Background: an optimization exercise with open tools, aiming at a short achievable clock period and few clock cycles per item. Do not read the settings as production practice. Function was checked by simulation only, so behaviour that the tests miss may differ from the original. Power figures rest on the tool's default switching activity, not on a simulated workload.

## rgb_to_hsv_converter
module rgb_to_hsv_converter (
  input  wire logic        clk_i,
  input  wire logic        rst_ni,
  input  wire logic        in_valid_i,
  output logic             in_stall_o,
  input  wire logic [23:0] in_word_i,
  output logic             out_valid_o,
  input  wire logic        out_stall_i,
  output logic [30:0]      out_word_o
);
For scale: roughly 61 I/O pins, ~0.047 sq mm of cells after synthesis.
Settings: LEC_CHECK=0, CAP_MARGIN=20, CORE_MARGIN=2, CORE_UTILIZATION=25, PLACE_DENSITY=0.45, SETUP_SLACK_MARGIN=3.5, SLEW_MARGIN=20, SYNTH_HIERARCHICAL=1; clock period 7.5 ns.
standard.sh (not shown) runs the stock make flow with config.mk's settings and CLKGATE_MAP_FILE= SYNTH_SCRIPT=/design/flow/synth_recipe.tcl, a recipe that flattens the netlist after the stock synthesis.
==> flow/flow/run.sh <==
#!/bin/bash
# Standard ORFS layout. Synthesis is the standard one except that Yosys's
# full/half-adder extraction is skipped (ADDER_MAP_FILE empty), so ABC maps
# the adder logic together with the rest; registers are unchanged.
set -euo pipefail
bash standard.sh synth ADDER_MAP_FILE= > synth.log 2>&1
bash standard.sh > layout.log 2>&1
The first run completed without violations.
Testbench counts at the start, summed over its fixed seeds: cycles 8,008, pixels 8,000.
Next try:
--- a/flow/design.v
+++ b/flow/design.v
@@ -319,34 +319,24 @@
   assign co_o = cy[W];
 endmodule
 `default_nettype wire
 `default_nettype none
 module rhc_back (
   input  wire logic [3:0][31:0] hrow_i,
-  input  wire logic             neg_i,
   input  wire logic [3:0][23:0] srow_i,
   input  wire logic [14:0]      kb_i,
   output logic [14:0]           hue_o,
   output logic [7:0]            sat_o
 );
   logic [31:0] hk;
   logic [31:0] hs1, hc1, hs2, hc2, hs3, hc3, hmaj, hsum;
   logic [23:0] ss1, sc1, ss2, sc2, ssum;
   logic        hco, sco;
-  logic [3:0][31:0] hr;
   assign hk = {kb_i, 17'd0};
-  always_comb begin
-    for (int j = 0; j < 4; j++) begin
-      hr[j] = hrow_i[j];
-      if (neg_i) begin
-        hr[j] = ~hrow_i[j] & ({32{1'b1}} << (2 * j));
-      end
-    end
-  end
-  rhc_div_cell #(.W(32)) u_h1 (.a_i(hr[0]),     .b_i(hr[1]),     .c_i(hr[2]), .s_o(hs1), .c_o(hc1));
-  rhc_div_cell #(.W(32)) u_h2 (.a_i(hs1),       .b_i(hc1),       .c_i(hr[3]),     .s_o(hs2), .c_o(hc2));
+  rhc_div_cell #(.W(32)) u_h1 (.a_i(hrow_i[0]), .b_i(hrow_i[1]), .c_i(hrow_i[2]), .s_o(hs1), .c_o(hc1));
+  rhc_div_cell #(.W(32)) u_h2 (.a_i(hs1),       .b_i(hc1),       .c_i(hrow_i[3]), .s_o(hs2), .c_o(hc2));
   assign hmaj = (hs2 & hc2) | (hs2 & hk) | (hc2 & hk);
   assign hs3  = {hs2[31:17] ^ hc2[31:17] ^ hk[31:17], hs2[16:0]};
   assign hc3  = {hmaj[30:17], 1'b0, hc2[16:0]};
   rhc_add #(.W(32)) u_hadd (.a_i(hs3), .b_i(hc3), .ci_i(1'b0), .s_o(hsum), .co_o(hco));
   assign hue_o = hsum[31:17];
   rhc_div_cell #(.W(24)) u_s1 (.a_i(srow_i[0]), .b_i(srow_i[1]), .c_i(srow_i[2]), .s_o(ss1), .c_o(sc1));
@@ -377,13 +367,12 @@
   logic [2:0]      vsel;            
   logic       neg;
   logic [14:0] base;
   logic [28:0] mh1, mh3;
   logic [23:0] ms1, ms3;
   logic [14:0]      kb_d, kb_q;
-  logic             neg_q;
   logic [3:0][31:0] hrow_d, hrow_q;
   logic [3:0][23:0] srow_d, srow_q;
   logic [7:0]       value_q;
   logic             valid_q;
   logic             advance;
   logic [14:0] hue;
@@ -445,12 +434,15 @@
     endcase
     pick4s = v;
   endfunction
   always_comb begin
     for (int j = 0; j < 4; j++) begin
       hrow_d[j] = {3'b000, pick4h(mag[2*j +: 2], mh1, mh3)} << (2 * j);
+      if (neg) begin
+        hrow_d[j] = ~hrow_d[j] & ({32{1'b1}} << (2 * j));
+      end
       srow_d[j] = pick4s(delta[2*j +: 2], ms1, ms3) << (2 * j);
     end
   end
   assign advance    = !(valid_q && out_stall_i);
   assign in_stall_o = !advance;
   always_ff @(posedge clk_i or negedge rst_ni) begin
@@ -462,20 +454,18 @@
   end
   always_ff @(posedge clk_i) begin
     if (advance) begin
       hrow_q  <= hrow_d;
       srow_q  <= srow_d;
       kb_q    <= kb_d;
-      neg_q   <= neg;
       value_q <= value;
     end
   end
   rhc_back u_back (
     .hrow_i  (hrow_q),
     .srow_i  (srow_q),
-    .neg_i   (neg_q),
     .kb_i    (kb_q),
     .hue_o   (hue),
     .sat_o   (sat)
   );
   assign out_valid_o = valid_q;
   assign out_word_o  = {hue, sat, value_q};
The changed run produced a clean layout.
Clock-buffer cell count goes down by 7.
Via count shrinks by 0.96%.
Power falls by about 5%.
Global-route usage rose by 3.9 points.
Routed wire length is higher by about 1.5%.
Sequential power went up by about 3%.
Critical path depth rose by 13.
Cell area went up by 2.4%.
Cell count decreases by about 1.2%.
Clock skew goes down by 0.011 ns.
Non-clock buffer count is higher by 14.
Testbench counts after the change, summed over its fixed seeds: cycles 8,008, pixels 8,000.

-- what the ideal ports hide --
In the flow no input, the clock included, has a driving cell. The finished layouts below were timed again as built, in two steps.
Step 1 assumes that a clkbuf_16 drives the clock port and a buf_2 every other input.
Step 2 times the ports against the registers' clock, not the clock port: input delays grow and output delays shrink by t, the midpoint of the rising clock arrivals with the driver on.
Three values: ideal ports, drivers, drivers and shift; two values: the first two.
run	t, ns	setup slack, ns	hold slack, ns	worst setup path after step 2
the first run	0.691	0.766 / 0.690 / 0.520	1.019 / 0.967 / 1.029	input to register
the second run	0.716	1.329 / 1.373 / 0.657	0.987 / 0.932 / 1.089	input to register
After both steps every run listed still meets setup and hold. For the second run, which loses most, drivers alone change the setup slack by +0.044 ns; drivers and shift together by -0.672 ns.
